Source: an optimization exercise on an open RTL-to-GDS flow (aim: small area and a short achievable clock period). Production flows keep margins and buffers that such runs may drop. Function was checked by simulation only, so behaviour that the tests miss may differ from the original. Power figures rest on the tool's default switching activity, not on a simulated workload.

==> design.v <==
module psram_rsp #(
    parameter int unsigned MEM_AW = 8
) (
    input  logic        clk_i,
    input  logic        rst_i,
    input  logic [7:0]  cfg_rcmd_i,
    input  logic [7:0]  cfg_wcmd_i,
    input  logic [7:0]  cfg_mrcmd_i,
    input  logic [7:0]  cfg_mwcmd_i,
    input  logic [7:0]  cfg_rlc_i,
    input  logic [7:0]  cfg_wlc_i,
    input  logic        psram_sck_i,
    input  logic        psram_ce_i,
    input  logic [7:0]  psram_io_in_i,
    input  logic        psram_dqs_in_i,
    output logic [7:0]  psram_io_out_o,
    output logic        psram_io_en_o,
    output logic        psram_dqs_out_o,
    output logic        psram_dqs_en_o,
    output logic [31:0] mr_o,
    output logic        err_o
);
    localparam int unsigned MEM_SZ = 2 ** MEM_AW;
    typedef enum logic [2:0] {
        IDLE, INST, ADDR, LATN, WDATA, RDATA, MWR, IGNR
    } state_e;
    logic              sck_q, sck_prev_q, ce_q, dqs_q;
    logic [7:0]        io_q;
    state_e            state_q, state_d;
    logic              armed_q, armed_d;
    logic              inst_got_q, inst_got_d;
    logic [7:0]        opcode_q, opcode_d;
    logic [MEM_AW-1:0] addr_q, addr_d;
    logic [1:0]        byte_cnt_q, byte_cnt_d;
    logic [7:0]        lat_q, lat_d;
    logic              is_wr_q, is_wr_d;
    logic              is_mr_q, is_mr_d;
    logic              mwr_done_q, mwr_done_d;
    logic [3:0][7:0]   mr_q, mr_d;
    logic [7:0]        io_out_q, io_out_d;
    logic              io_en_q, io_en_d;
    logic              dqs_out_q, dqs_out_d;
    logic              dqs_en_q, dqs_en_d;
    logic [7:0]        mem [MEM_SZ];
    logic              mem_we_c;
    logic              edge_c, rise_c;
    logic [MEM_AW-1:0] rd_addr_c;
    logic [7:0]        rd_data_c;
    assign edge_c = sck_q ^ sck_prev_q;
    assign rise_c = sck_q & ~sck_prev_q;
    assign rd_addr_c = (state_q == RDATA) ? addr_q + MEM_AW'(1) : addr_q;
    assign rd_data_c = is_mr_q ? mr_q[rd_addr_c[1:0]] : mem[rd_addr_c];
    always_comb begin
        state_d    = state_q;
        armed_d    = armed_q | ce_q;
        inst_got_d = inst_got_q;
        opcode_d   = opcode_q;
        addr_d     = addr_q;
        byte_cnt_d = byte_cnt_q;
        lat_d      = lat_q;
        is_wr_d    = is_wr_q;
        is_mr_d    = is_mr_q;
        mwr_done_d = mwr_done_q;
        mr_d       = mr_q;
        io_out_d   = io_out_q;
        dqs_out_d  = dqs_out_q;
        mem_we_c   = 1'b0;
        if (ce_q) begin
            state_d = IDLE;
        end else begin
            case (state_q)
                IDLE: begin
                    if (armed_q) begin
                        state_d    = INST;
                        inst_got_d = 1'b0;
                    end
                end
                INST: begin
                    if (rise_c && !inst_got_q) begin
                        opcode_d   = io_q;
                        inst_got_d = 1'b1;
                    end else if (edge_c && inst_got_q) begin
                        state_d    = ADDR;
                        byte_cnt_d = 2'd0;
                    end
                end
                ADDR: begin
                    if (edge_c) begin
                        addr_d     = MEM_AW'({addr_q, io_q});
                        byte_cnt_d = byte_cnt_q + 2'd1;
                        if (byte_cnt_q == 2'd3) begin
                            if (opcode_q == cfg_rcmd_i) begin
                                state_d = LATN;
                                lat_d   = cfg_rlc_i;
                                is_wr_d = 1'b0;
                                is_mr_d = 1'b0;
                            end else if (opcode_q == cfg_wcmd_i) begin
                                state_d = LATN;
                                lat_d   = cfg_wlc_i;
                                is_wr_d = 1'b1;
                                is_mr_d = 1'b0;
                            end else if (opcode_q == cfg_mrcmd_i) begin
                                state_d = LATN;
                                lat_d   = cfg_rlc_i;
                                is_wr_d = 1'b0;
                                is_mr_d = 1'b1;
                            end else if (opcode_q == cfg_mwcmd_i) begin
                                state_d    = MWR;
                                mwr_done_d = 1'b0;
                            end else begin
                                state_d = IGNR;
                            end
                        end
                    end
                end
                LATN: begin
                    if (rise_c) begin
                        if (lat_q == 8'd0) begin
                            if (is_wr_q) begin
                                state_d = WDATA;
                            end else begin
                                state_d   = RDATA;
                                io_out_d  = rd_data_c;
                                dqs_out_d = 1'b0;
                            end
                        end else begin
                            lat_d = lat_q - 8'd1;
                        end
                    end
                end
                WDATA: begin
                    if (edge_c) begin
                        mem_we_c = dqs_q;
                        addr_d   = addr_q + MEM_AW'(1);
                    end
                end
                RDATA: begin
                    if (edge_c) begin
                        addr_d    = addr_q + MEM_AW'(1);
                        io_out_d  = rd_data_c;
                        dqs_out_d = ~dqs_out_q;
                    end
                end
                MWR: begin
                    if (edge_c && !mwr_done_q) begin
                        mr_d[addr_q[1:0]] = io_q;
                        mwr_done_d        = 1'b1;
                    end
                end
                IGNR: begin
                    state_d = IGNR;
                end
            endcase
        end
        io_en_d  = (state_d == RDATA);
        dqs_en_d = (state_d == RDATA);
    end
    always_ff @(posedge clk_i or posedge rst_i) begin
        if (rst_i) begin
            sck_q      <= 1'b0;
            sck_prev_q <= 1'b0;
            ce_q       <= 1'b0;
            io_q       <= 8'd0;
            dqs_q      <= 1'b0;
            state_q    <= IDLE;
            armed_q    <= 1'b0;
            inst_got_q <= 1'b0;
            opcode_q   <= 8'd0;
            addr_q     <= '0;
            byte_cnt_q <= 2'd0;
            lat_q      <= 8'd0;
            is_wr_q    <= 1'b0;
            is_mr_q    <= 1'b0;
            mwr_done_q <= 1'b0;
            mr_q       <= '0;
            io_out_q   <= 8'd0;
            io_en_q    <= 1'b0;
            dqs_out_q  <= 1'b0;
            dqs_en_q   <= 1'b0;
        end else begin
            sck_q      <= psram_sck_i;
            sck_prev_q <= sck_q;
            ce_q       <= psram_ce_i;
            io_q       <= psram_io_in_i;
            dqs_q      <= psram_dqs_in_i;
            state_q    <= state_d;
            armed_q    <= armed_d;
            inst_got_q <= inst_got_d;
            opcode_q   <= opcode_d;
            addr_q     <= addr_d;
            byte_cnt_q <= byte_cnt_d;
            lat_q      <= lat_d;
            is_wr_q    <= is_wr_d;
            is_mr_q    <= is_mr_d;
            mwr_done_q <= mwr_done_d;
            mr_q       <= mr_d;
            io_out_q   <= io_out_d;
            io_en_q    <= io_en_d;
            dqs_out_q  <= dqs_out_d;
            dqs_en_q   <= dqs_en_d;
        end
    end
    always_ff @(posedge clk_i) begin
        if (mem_we_c) begin
            mem[addr_q] <= io_q;
        end
    end
    assign psram_io_out_o  = io_out_q;
    assign psram_io_en_o   = io_en_q;
    assign psram_dqs_out_o = dqs_out_q;
    assign psram_dqs_en_o  = dqs_en_q;
    assign mr_o            = mr_q;
    logic       ce_prev_q, ce_fall_c, unknown_c;
    logic [1:0] guard_q, guard_d;
    logic       err_q, err_d;
    assign ce_fall_c = ce_prev_q & ~ce_q;
    assign unknown_c = (state_q == ADDR) && !ce_q && edge_c && (byte_cnt_q == 2'd3) &&
                       (opcode_q != cfg_rcmd_i) && (opcode_q != cfg_wcmd_i) &&
                       (opcode_q != cfg_mrcmd_i) && (opcode_q != cfg_mwcmd_i);
    always_comb begin
        guard_d = guard_q;
        if (ce_fall_c) begin
            guard_d = 2'd2;
        end else if (guard_q != 2'd0) begin
            guard_d = guard_q - 2'd1;
        end
        err_d = err_q;
        if (unknown_c) begin
            err_d = 1'b1;
        end
        if (ce_q && (state_q == INST || state_q == ADDR || state_q == LATN)) begin
            err_d = 1'b1;
        end
        if (edge_c && !ce_q && (ce_fall_c || guard_q != 2'd0)) begin
            err_d = 1'b1;
        end
    end
    always_ff @(posedge clk_i or posedge rst_i) begin
        if (rst_i) begin
            ce_prev_q <= 1'b0;
            guard_q   <= 2'd0;
            err_q     <= 1'b0;
        end else begin
            ce_prev_q <= ce_q;
            guard_q   <= guard_d;
            err_q     <= err_d;
        end
    end
    assign err_o = err_q;
endmodule
==> run.sh <==
#!/bin/bash
# synth_recipe.tcl (not shown) runs the flow's synth.tcl, then flattens the netlist and writes it again
# the make line also repeats each setting of config.mk as NAME=value (left out here)
make -C /OpenROAD-flow-scripts/flow DESIGN_CONFIG=/design/flow/config.mk WORK_HOME=/design/flow/orfs CLKGATE_MAP_FILE= SYNTH_SCRIPT=/design/flow/synth_recipe.tcl finish
==> config.mk <==
export PLATFORM = sky130hd
export DESIGN_NAME = psram_rsp
export DESIGN_NICKNAME = psram_rsp
export VERILOG_FILES = /design/flow/design.v
export SDC_FILE = /design/flow/constraint.sdc
export NUM_CORES = 4
export LEC_CHECK = 0
export CAP_MARGIN = 20
export CORE_MARGIN = 2
export CORE_UTILIZATION = 50
export SLEW_MARGIN = 20
==> constraint.sdc <==
create_clock -name core_clock -period 6.0 [get_ports {clk_i}]
set_input_delay 1.2000 -clock core_clock [delete_from_list [all_inputs] [get_ports {clk_i}]]
set_output_delay 1.2000 -clock core_clock [all_outputs]
set_load 0.01 [all_outputs]
==> results.py <==
metrics = {
    "logic_synthesis": {
        "ys_seq_elements": 2140,
        "synth_ff_type": "edfxtp_1",
        "yosysUniqueCellTypes": 77,
        "yosys_warnings": 1,
        "synth_nets": 5282,
        "async_reset_ff_frac": 0.04299,
        "synth_edf_count": 2048,
        "syn_area_mm2": 0.08711,
        "synthCells": 5211,
        "synth-seq-area-share": 0.7324,
        "postSynthAreaPerCell_um2": 16.72,
    },
    "cts": {
        "clock_sinks": 2140,
        "htree_levels": 4,
        "clkTransAtPathRegs_ns": 0.06,
        "cts_made_buffers": 215,
        "clkLatencyLatePin_ns": 0.87,
        "cts_post_setup_buffers_inserted": 0,
        "clk_root_buffer_cell": "clkbuf_16",
        "clock_path_buffers": 3,
        "cts_resized": 0,
        "cts_tree": "done",
        "ctsHoldBuffers": 0,
    },
    "timing": {
        "rsz0062_at_grt": "no",
        "finalSetupViolCount": 0,
        "final.min_clock_period_ns": 5.565,
        "max_clock_freq_ghz": 0.1797,
        "max-slew-margin-rel": 0.1208,
        "slew_viol_final": 0,
        "hold_viol": 0,
        "fin_skew_ns": 0.03500,
        "fin_setup_tns_ns": 0,
        "worst_pin_slew_ns": 1.319,
        "period_share": 0.9274,
    },
    "global_routing": {
        "grt_pass1_wl_mm": 361.0,
        "track_usage": 0.2827,
        "antenna_found_initial": 9,
        "grt_max_degree": 183,
        "globalRoute.totalOverflow": 0,
        "grt_pass1_vias": 48400,
    },
    "floorplan": {
        "dieArea_mm2": 0.1776,
        "rows": 153,
        "initial_utilization": 0.5023,
        "fp.dieH_um": 421.4,
        "coreArea_mm2": 0.1734,
        "fp.dieW_um": 421.4,
        "io_pins": 105,
    },
    "power_and_ir_drop": {
        "p_per_area_mw_per_mm2": 327.6,
        "p_leak_nw": 31.18,
        "ir_drop_mv": 0.3260,
        "p_total_w": 0.03209,
    },
    "critical_path": {
        "path_cells": "nand3b_1, o21ai_2, nand2_1, nor2_2, buf_4, a22oi_1, a21oi_1, a311oi_1, o211a_1, a31oi_1",
        "setup.worst_path.class": "reg -> reg",
        "cp.arrival_ns": 6.35,
        "worst_path_largest_cell_delay_ns": 0.83,
        "cp_max_fo": 20,
        "cp.required_ns": 6.78,
        "startpoint_type": "flop",
        "slowest_stage": "nor2_2",
        "critPathTopFamily": "compound AO/OA/AOI/OAI gates",
        "critPathBufInv": 1,
        "crit_path_end_kind": "flop",
    },
    "drt": {
        "wl_met2_mm": 114.1,
        "avgRoutedWirePerCell_um": 32.05,
        "via_count": 50130,
        "top_layer": "met5",
        "drcViolationCount": 0,
        "final_antenna_net_count": 0,
        "wl_mm": 252.2,
        "wl_met3_mm": 24.70,
        "drt_iter0_drc": 6739,
        "wl_met1_mm": 103.4,
        "post_drt_via_cell_ratio": 6.372,
        "dr.pass1.iters": 6,
    },
    "run": {
        "max_cap_violations": 0,
    },
    "cells_and_area": {
        "stdcell_count": 7868,
        "final_util": 0.5647,
        "final_nets": 5429,
        "areaGrowthSynthToFinish_pct": 12.43,
        "drive_above_1_share": 0.1601,
        "mostFrequentLayoutCells": "2,048 x edfxtp_1, 690 x nand2_1, 326 x mux4_2, 294 x nor2_1, 260 x mux2i_1",
        "final_common_cell": "edfxtp_1",
        "fillCellCount": 13450,
    },
    "placed_design": {
        "dp.cells": 7464,
        "globalplace.congestion": 0.9570,
        "place_hpwl_mm": 157.8,
        "io_buffers": 104,
    },
    "min_path": {
        "hold_path.class": "reg -> reg",
    },
    "outcome": {
        "status": "complete, no violations",
    },
}
## Yosys cell counts (35+ instances only)
| cell type | count | area (um^2) |
|---|---|---|
| nor2_1 | 298 | 1119 |
| nor2b_1 | 42 | 262.8 |
| a21oi_1 | 56 | 280.3 |
| nand4_1 | 78 | 488.0 |
| a22o_1 | 45 | 394.1 |
| dfrtp_1 | 92 | 2302 |
| a32oi_1 | 68 | 595.6 |
| buf_2 | 145 | 725.7 |
| a211oi_1 | 79 | 593.1 |
| buf_4 | 57 | 427.9 |
| edfxtp_1 | 2048 | 61500 |
| a22oi_1 | 88 | 660.6 |
| mux4_2 | 326 | 7342 |
| clkbuf_1 | 112 | 420.4 |
| o21ai_0 | 73 | 365.4 |
| a31oi_1 | 35 | 219.0 |
| nand2_1 | 692 | 2597 |
| mux2i_1 | 260 | 2603 |
| nand3_1 | 252 | 1261 |
## worst register-to-register path, delay by kind of cell, from the launching register on
kind	cells	cell delay, ns
simple gates	3	2.10
flops	1	0.70
buf+inv	1	0.42
compound gates	6	2.28
## metrics by stage
step                area [um^2]  hold slack, ns  setup WS, ns
finish                    97940          0.4342        0.4353
global route              97940          0.4483        0.5050
CTS                       97890          0.4289        0.6819
detailed placement        91030          0.4038        0.6865
global placement          91010          0.4118        0.4154
floorplan                 87110          0.3597         1.929
## path summary, 6_finish.rpt
path                                       from                      end  slack [ns]  cells after the start
setup / recovery           state_q[2]$_DFF_PP0_  io_out_q[1]$_DFFE_PP0P_        0.44                     10
hold / removal                  sck_q$_DFF_PP0_     sck_prev_q$_DFF_PP0_        0.43                      0
setup reg to reg           state_q[2]$_DFF_PP0_  io_out_q[1]$_DFFE_PP0P_        0.44                     10
hold reg to reg                 sck_q$_DFF_PP0_     sck_prev_q$_DFF_PP0_        0.43                      0
max in group asynchronous                 rst_i    addr_q[1]$_DFFE_PP0P_        4.44                      3
min in group asynchronous                 rst_i        io_q[4]$_DFF_PP0_        0.60                      2
## power breakdown
| group | leakage, nW | switching, W | total (W) | internal, W |
|---|---|---|---|---|
| sequential | 19.6 | 0.000109 | 0.0165 | 0.0164 |
| combinational | 8.20 | 0.00156 | 0.00236 | 0.000801 |
| clock | 3.38 | 0.00581 | 0.0132 | 0.00741 |
## cell type report
type                       instances  area (um^2)  area share
sequential                      2140        63840      0.6518
multi-input combinational       2711        21650      0.2210
clock buffer                     271         5693     0.05813
tap                             2325         2909     0.02970
timing repair buffer             275         2633     0.02688
clock inverter                   129         1159     0.01183
inverter                          15        58.81   0.0006004
antenna                            2        5.005  0.00005110
## routing by layer
layer | up-vias | GRT usage
met2 | 2610 | 0.4212
met1 | 26120 | 0.4143
met4 | 8 | 0.1010
li1 | 20900 | -
met3 | 498 | 0.06061
met5 | - | 0
## logic make-up after synthesis
kind of cell	after synthesis	synth area share
AOI/OAI and AO/OA	562	0.04705
xor gates and xnor gates	42	0.004524
adders and majority gates	10	0.001436
buffers and inverters	360	0.02146
DFF	2140	0.7324
muxes	618	0.1184
and+or+nand+nor	1479	0.07470
## flip-flops by register name, summed over array words and instances, names as in the netlist, 2 cells and up
name,count
addr_q,8
guard_q,2
byte_cnt_q,2
mem,2048
opcode_q,8
io_out_q,8
state_q,3
io_q,8
lat_q,8
mr_q,32

[what the ideal ports hide]
The flow's constraints put no driver on any port. The routed layout listed below was extracted and timed again, unchanged, in two steps. Step 1: set_driving_cell puts a clkbuf_16 on clk_i and a buf_2 on each other input, an assumption about the parent block. Step 2 also shifts input and output timing later by t, the mid clock arrival at the registers, as if the neighbouring blocks saw the same clock. a / b / c = no drivers / after step 1 / after step 2; a / b = the first two.
t (ns): 0.942
setup WS [ns]: 0.435 / 0.435 / 0.435
worst hold slack (ns): 0.434 / 0.434 / 0.434
After both steps this run still meets setup and hold. For this run, drivers alone change the setup slack by 0.000 ns; drivers and shift together by 0.000 ns.
